Background: an optimization exercise with open tools, aiming at small area, a short achievable clock period and few clock cycles. Do not read the settings as production practice. Only simulation tests tie the RTL to the original design; equivalence was not proved. No activity file was given, so power comes from the tool's default toggle rates.

`design.v`:
```
package scfw_pkg;
   localparam int unsigned ENTRIES_DEF = 64;
   localparam int unsigned SLOT_W      = 6;
   localparam int unsigned SECTOR_W    = 32;
   localparam int unsigned OP_W        = 2;
   localparam logic [OP_W-1:0] OP_READ  = 2'd0;
   localparam logic [OP_W-1:0] OP_WRITE = 2'd1;
   localparam logic [OP_W-1:0] OP_FLUSH = 2'd2;
   typedef enum logic [5:0] {
      ST_IDLE      = 6'b000001,
      ST_SEARCH    = 6'b000010,
      ST_EVICT     = 6'b000100,
      ST_FLUSH_SCAN = 6'b001000,
      ST_FLUSH_RD  = 6'b010000,
      ST_RESP      = 6'b100000
   } state_type;
endpackage
module sector_cache_fifo_writeback
#(
   parameter int unsigned ENTRIES = scfw_pkg::ENTRIES_DEF
) (
   input  logic                clock,
   input  logic                reset,
   input  logic                req_valid,
   output logic                req_stall,
   input  logic [scfw_pkg::OP_W-1:0]     req_operation,
   input  logic [scfw_pkg::SECTOR_W-1:0] req_sector,
   output logic                rsp_valid,
   input  logic                rsp_stall,
   output logic                rsp_hit,
   output logic [scfw_pkg::SLOT_W-1:0]   rsp_slot,
   output logic                rsp_fill,
   output logic                rsp_writeback,
   output logic [scfw_pkg::SECTOR_W-1:0] rsp_writeback_sector,
   output logic                rsp_last
);
   localparam int unsigned IDX_W = $clog2(ENTRIES);
   localparam int unsigned CNT_W = $clog2(ENTRIES + 1);
   scfw_pkg::state_type            state_ff, state_in;
   logic [scfw_pkg::OP_W-1:0]      op_ff, op_in;
   logic [scfw_pkg::SECTOR_W-1:0]  sector_ff, sector_in;
   logic [ENTRIES-1:0]   dirty_ff, dirty_in;
   logic [CNT_W-1:0]     count_ff, count_in;
   logic [IDX_W-1:0]     oldest_ff, oldest_in;
   logic [CNT_W-1:0]     iss_ff, iss_in;
   logic                 cmp_vld_ff, cmp_vld_in;
   logic [IDX_W-1:0]     cmp_idx_ff, cmp_idx_in;
   logic [IDX_W-1:0]     ptr_ff, ptr_in;
   logic                 hit_ff, hit_in;
   logic [IDX_W-1:0]     slot_ff, slot_in;
   logic                 fill_ff, fill_in;
   logic                 wb_ff, wb_in;
   logic [scfw_pkg::SECTOR_W-1:0]  wbs_ff, wbs_in;
   logic                 last_ff, last_in;
   logic [scfw_pkg::SECTOR_W-1:0]  tag_mem_ff [ENTRIES];
   logic [scfw_pkg::SECTOR_W-1:0]  rd_data_ff;
   logic [IDX_W-1:0]     rd_addr;
   logic                 wr_en;
   logic [IDX_W-1:0]     wr_addr;
   logic                 req_take;
   logic                 tag_match;
   logic                 full;
   logic [ENTRIES-1:0]   ptr_bit;
   logic [IDX_W-1:0]     ptr_next;
   logic [IDX_W-1:0]     oldest_next;
   assign req_stall = (state_ff != scfw_pkg::ST_IDLE);
   assign req_take  = req_valid && !req_stall;
   assign rsp_valid = (state_ff == scfw_pkg::ST_RESP);
   assign rsp_hit              = hit_ff;
   assign rsp_slot             = scfw_pkg::SLOT_W'(slot_ff);
   assign rsp_fill             = fill_ff;
   assign rsp_writeback        = wb_ff;
   assign rsp_writeback_sector = wbs_ff;
   assign rsp_last             = last_ff;
   assign tag_match   = cmp_vld_ff && (rd_data_ff == sector_ff);
   assign full        = (count_ff == CNT_W'(ENTRIES));
   assign ptr_bit     = {{(ENTRIES-1){1'b0}}, 1'b1} << ptr_ff;
   assign ptr_next    = (ptr_ff == IDX_W'(ENTRIES - 1)) ? '0 : ptr_ff + 1'b1;
   assign oldest_next = (oldest_ff == IDX_W'(ENTRIES - 1)) ? '0 : oldest_ff + 1'b1;
   always_comb begin
      state_in   = state_ff;
      op_in      = op_ff;
      sector_in  = sector_ff;
      dirty_in   = dirty_ff;
      count_in   = count_ff;
      oldest_in  = oldest_ff;
      iss_in     = iss_ff;
      cmp_vld_in = 1'b0;
      cmp_idx_in = cmp_idx_ff;
      ptr_in     = ptr_ff;
      hit_in     = hit_ff;
      slot_in    = slot_ff;
      fill_in    = fill_ff;
      wb_in      = wb_ff;
      wbs_in     = wbs_ff;
      last_in    = last_ff;
      rd_addr    = ptr_ff;
      wr_en      = 1'b0;
      wr_addr    = oldest_ff;
      unique case (state_ff)
         scfw_pkg::ST_IDLE: begin
            if (req_take) begin
               op_in     = req_operation;
               sector_in = req_sector;
               iss_in    = '0;
               ptr_in    = oldest_ff;
               if (req_operation == scfw_pkg::OP_READ || req_operation == scfw_pkg::OP_WRITE) begin
                  state_in = scfw_pkg::ST_SEARCH;
               end else if (req_operation == scfw_pkg::OP_FLUSH) begin
                  if (dirty_ff == '0) begin
                     hit_in   = 1'b0;
                     slot_in  = '0;
                     fill_in  = 1'b0;
                     wb_in    = 1'b0;
                     wbs_in   = '0;
                     last_in  = 1'b1;
                     state_in = scfw_pkg::ST_RESP;
                  end else begin
                     state_in = scfw_pkg::ST_FLUSH_SCAN;
                  end
               end
            end
         end
         scfw_pkg::ST_SEARCH: begin
            if (tag_match) begin
               if (op_ff == scfw_pkg::OP_WRITE) begin
                  dirty_in[cmp_idx_ff] = 1'b1;
               end
               hit_in   = 1'b1;
               slot_in  = cmp_idx_ff;
               fill_in  = 1'b0;
               wb_in    = 1'b0;
               wbs_in   = '0;
               last_in  = 1'b1;
               state_in = scfw_pkg::ST_RESP;
            end else if (iss_ff < count_ff) begin
               rd_addr    = iss_ff[IDX_W-1:0];
               cmp_vld_in = 1'b1;
               cmp_idx_in = iss_ff[IDX_W-1:0];
               iss_in     = iss_ff + 1'b1;
            end else if (!cmp_vld_ff) begin
               if (!full) begin
                  wr_en    = 1'b1;
                  wr_addr  = count_ff[IDX_W-1:0];
                  dirty_in[count_ff[IDX_W-1:0]] = (op_ff == scfw_pkg::OP_WRITE);
                  count_in = count_ff + 1'b1;
                  hit_in   = 1'b0;
                  slot_in  = count_ff[IDX_W-1:0];
                  fill_in  = 1'b1;
                  wb_in    = 1'b0;
                  wbs_in   = '0;
                  last_in  = 1'b1;
                  state_in = scfw_pkg::ST_RESP;
               end else begin
                  rd_addr  = oldest_ff;
                  state_in = scfw_pkg::ST_EVICT;
               end
            end
         end
         scfw_pkg::ST_EVICT: begin
            wr_en     = 1'b1;
            wr_addr   = oldest_ff;
            hit_in    = 1'b0;
            slot_in   = oldest_ff;
            fill_in   = 1'b1;
            wb_in     = dirty_ff[oldest_ff];
            wbs_in    = dirty_ff[oldest_ff] ? rd_data_ff : '0;
            last_in   = 1'b1;
            dirty_in[oldest_ff] = (op_ff == scfw_pkg::OP_WRITE);
            oldest_in = oldest_next;
            state_in  = scfw_pkg::ST_RESP;
         end
         scfw_pkg::ST_FLUSH_SCAN: begin
            rd_addr = ptr_ff;
            if (dirty_ff[ptr_ff]) begin
               state_in = scfw_pkg::ST_FLUSH_RD;
            end else begin
               ptr_in = ptr_next;
            end
         end
         scfw_pkg::ST_FLUSH_RD: begin
            hit_in   = 1'b0;
            slot_in  = ptr_ff;
            fill_in  = 1'b0;
            wb_in    = 1'b1;
            wbs_in   = rd_data_ff;
            last_in  = ((dirty_ff & ~ptr_bit) == '0);
            dirty_in[ptr_ff] = 1'b0;
            ptr_in   = ptr_next;
            state_in = scfw_pkg::ST_RESP;
         end
         scfw_pkg::ST_RESP: begin
            if (!rsp_stall) begin
               state_in = last_ff ? scfw_pkg::ST_IDLE : scfw_pkg::ST_FLUSH_SCAN;
            end
         end
         default: begin
            state_in = scfw_pkg::ST_IDLE;
         end
      endcase
   end
   always_ff @(posedge clock) begin
      if (reset) begin
         state_ff   <= scfw_pkg::ST_IDLE;
         dirty_ff   <= '0;
         count_ff   <= '0;
         oldest_ff  <= '0;
         cmp_vld_ff <= 1'b0;
      end else begin
         state_ff   <= state_in;
         dirty_ff   <= dirty_in;
         count_ff   <= count_in;
         oldest_ff  <= oldest_in;
         cmp_vld_ff <= cmp_vld_in;
      end
   end
   always_ff @(posedge clock) begin
      op_ff      <= op_in;
      sector_ff  <= sector_in;
      iss_ff     <= iss_in;
      cmp_idx_ff <= cmp_idx_in;
      ptr_ff     <= ptr_in;
      hit_ff     <= hit_in;
      slot_ff    <= slot_in;
      fill_ff    <= fill_in;
      wb_ff      <= wb_in;
      wbs_ff     <= wbs_in;
      last_ff    <= last_in;
   end
   always_ff @(posedge clock) begin
      if (wr_en) begin
         tag_mem_ff[wr_addr] <= sector_ff;
      end
      rd_data_ff <= tag_mem_ff[rd_addr];
   end
endmodule
```
`run.sh`:
```
#!/bin/bash
# synth_recipe.tcl (not shown) runs the flow's synth.tcl, then flattens the netlist and writes it again
# the make line also repeats each setting of config.mk as NAME=value (left out here)
make -C /OpenROAD-flow-scripts/flow DESIGN_CONFIG=/design/flow/config.mk WORK_HOME=/design/flow/orfs CLKGATE_MAP_FILE= SYNTH_SCRIPT=/design/flow/synth_recipe.tcl finish
```
`config.mk`:
```
export PLATFORM = sky130hd
export DESIGN_NAME = sector_cache_fifo_writeback
export DESIGN_NICKNAME = sector_cache_fifo_writeback
export VERILOG_FILES = /design/flow/design.v
export SDC_FILE = /design/flow/constraint.sdc
export NUM_CORES = 4
export LEC_CHECK = 0
export CAP_MARGIN = 20
export CORE_MARGIN = 2
export CORE_UTILIZATION = 40
export PLACE_DENSITY = 0.55
export SLEW_MARGIN = 20
```
`constraint.sdc`:
```
create_clock -name core_clock -period 6.0 [get_ports {clock}]
set_input_delay 1.2000 -clock core_clock [delete_from_list [all_inputs] [get_ports {clock}]]
set_output_delay 1.2000 -clock core_clock [all_outputs]
set_load 0.01 [all_outputs]
```
==> results.txt <==
where the power goes:
group / switching [W] / internal (W)
Sequential: 0.000520 / 0.0186
Clock: 0.00629 / 0.00796
Combinational: 0.0115 / 0.00475
cell type report:
class / count / area, um^2 / area share, %
Clock inverter: 130 / 1330 / 1.23
Multi-Input combinational cell: 4280 / 26400 / 24.3
Timing Repair Buffer: 394 / 3730 / 3.45
Antenna cell: 13 / 32.5 / 0.0300
Sequential cell: 2259 / 66700 / 61.6
Clock buffer: 302 / 6130 / 5.66
Inverter: 26 / 97.6 / 0.0901
Tap cell: 3150 / 3940 / 3.64
sequential cells by signal, indices dropped and copies added, names as in the netlist, 2 cells and up:
register / flops
tag_mem_ff: 2048
slot_ff: 6
ptr_ff: 6
state_ff: 6
wbs_ff: 32
dirty_ff: 64
count_ff: 7
cmp_idx_ff: 6
sector_ff: 32
rd_data_ff: 32
oldest_ff: 6
op_ff: 2
iss_ff: 7
logic make-up after synthesis:
family / Yosys count / synth area share, %
buffers and inverters: 561 / 2.54
AOI/OAI and AO/OA: 1496 / 11.0
muxes: 278 / 3.51
and+or+nand+nor: 2402 / 11.5
xor gates and xnor gates: 75 / 0.693
DFF: 2259 / 70.4
adders and majority gates: 29 / 0.383
layer usage:
| metal | track usage, % | vias up | part of all wire [%] |
|---|---|---|---|
| li1 | - | 27707 | - |
| met4 | 11.1 | 4 | 4.4 |
| met1 | 37.1 | 33117 | 41 |
| met3 | 4.46 | 637 | 8.7 |
| met5 | 0 | - | 0.062 |
| met2 | 41.0 | 3493 | 46 |
metrics by stage:
stage	total power, W	util, %	setup WS (ns)	hold slack [ns]
after detailed placement	0.0355	42.8	0.319	0.505
after CTS	0.0497	46.0	0.364	0.515
final	0.0497	46.0	0.128	0.514
after floorplan	0.0284	-	1.02	0.454
after global routing	0.0513	46.0	0.148	0.526
after global placement	0.0354	42.8	0.389	0.500
cell usage after synthesis (33+ instances only):
cell type     n
edfxtp_1   2143
nand2_1    1271
nand3_1     329
clkbuf_1    303
a311oi_1    279
and3_1      264
a21oi_1     246
nor2_1      246
mux2i_1     225
o21ai_0     207
a211oi_1    205
buf_2       146
o22ai_1     139
dfxtp_1     116
a31oi_1      95
nor4_1       80
xnor2_1      62
buf_1        59
nor3_1       50
mux4_2       42
nor2b_1      39
nand4_1      38
a211o_1      33
a32oi_1      33
worst paths after layout:
kind / end / slack [ns] / cells after the start / startpoint
min reg2reg: cmp_idx_ff[5]$_DFFE_PP_ / 0.51 / 0 / iss_ff[5]$_SDFFCE_PP0P_
max reg2reg: rd_data_ff[4]$_DFF_P_ / 0.13 / 14 / sector_ff[9]$_DFFE_PP_
min: cmp_idx_ff[5]$_DFFE_PP_ / 0.51 / 0 / iss_ff[5]$_SDFFCE_PP0P_
max: rd_data_ff[4]$_DFF_P_ / 0.13 / 14 / sector_ff[9]$_DFFE_PP_
critical path: cells and delay by family, from the launching register on:
| family | cells | cell delay (ns) |
|---|---|---|
| compound gates | 6 | 1.82 |
| xor+xnor | 1 | 0.30 |
| buf+inv | 3 | 0.80 |
| flops | 1 | 0.51 |
| simple gates | 4 | 2.32 |
==> reports/metrics.csv <==
metric;value;unit
hp-class;reg -> reg;
syn_to_final_growth;14.3;%
synth_fp_nets;7167;
initial_core_util;40.2;%
fin_skew;0.0892;ns
worst-slew-pin-transition;1.27;ns
min_period_over_period;97.9;%
grt_max_degree;116;
cts_tree;built;
final_cells;10554;
gr-total-overflow;0;
final_common_cell;edfxtp_1;
vias;64958;
synthTopCellsByArea;edfxtp_1 (68%), nand2_1 (5.0%), a311oi_1 (2.6%);
final_hold_viol_count;0;
die_h;491;um
ctsHtreeMaxLevel;4;
antenna_found_initial;15;
syn_area;0.0947;mm^2
vdd_ir_drop_max;0.000391;V
ant_nets;0;
synth-warning-count;1;
first_iter_violations;8354;
min_period;5.87;ns
wl_per_cell;31.2;um
critPathMaxFanout;56;
fp.coreArea;0.235;mm^2
criticalPathCategory;reg -> reg;
postSynthAreaPerCell;13.3;um^2
synth-async-reset-ratio;0;%
grt_pass1_vias;61257;
drv_cap;0;
drive_above_1_share;10.8;%
drc;0;
cp_cell_sequence;xnor2_1, nand4_1, nor4_2, a31o_2, o21bai_4, nand2_8, buf_12, buf_4, a211oi_1, a311oi_1, nor4_1, buf_4, o22ai_1, a211o_1;
synth_seq_cells;2259;
place_area;0.101;mm^2
setup_violations;0;
timing.setup.tns;0;ns
leakage;35.6;nW
numClockSinks;2259;
clockBufferDepth;3;
synth_edf_count;2143;
nFillCells;20782;
cp-start-kind;flop;
cts-root-buf;clkbuf_16;
drv_slew;0;
fmax;170;MHz
cts_hold_buf;0;
worst_setup_path_end_kind;flop;
powerDensity;459;mW/mm^2
rsz0062_at_grt;no;
required;6.81;ns
port_buffers;81;
nNetsFinal;7260;
gp_congestion;0.953;
yosys.area.top_type;edfxtp_1;
io_pins;82;
cp_slowest_cell;nor4_1;
cts-resized-gates;0;
synthCells;7100;
die_area;0.241;mm^2
cts_buffers;232;
post_cts_buffers;0;
synth_top_area_share;67.9;%
placed_cells;10109;
cpPeakStageDelay;0.83;ns
status;timing/DRC/antenna clean;
grt_use_total;26.6;%
maxSlewHeadroom;14.5;%
dpl.hpwl;198;mm
die_w;491;um
wl;329;mm
design_area;0.108;mm^2
mostFrequentLayoutCells;edfxtp_1 (2143), nand2_1 (1269), nand3_1 (329);
worstPathArrival;6.68;ns
first_pass_iters;8;
synthDistinctLibCells;79;
crit_top_cell;buf_4;
avgViaCountPerCell;6.15;
rows;178;
synth-seq-area-share;70.4;%
insertion_delay;0.93;ns
clk_pin_slew;0.06;ns
grt_pass1_wl;465;mm
ys.flop_type;edfxtp_1;
Testbench counts, summed over its fixed seeds: cycles 168,749.

-- afterwards: timing with drivers on the ports --
In the flow no input, the clock included, has a driving cell. The finished layout below was timed again as built, in two steps.
Step 1: set_driving_cell puts a clkbuf_16 on clock and a buf_2 on each other input, an assumption about the parent block.
Step 2 moves the port delays by t, midway between the first and last clock arrival at a register: inputs arrive t later, outputs are due t later. That takes back most of the time a late clock gives input paths.
Slacks: no drivers / after step 1 / after step 2; pairs: no drivers / after step 1.
t (ns): 0.969
slack for setup (ns): 0.128 / 0.128 / 0.128
worst setup path after step 2: register to register
After both steps setup and hold are still met in this run. For this run, drivers alone change the setup slack by 0.000 ns; drivers and shift together by 0.000 ns.
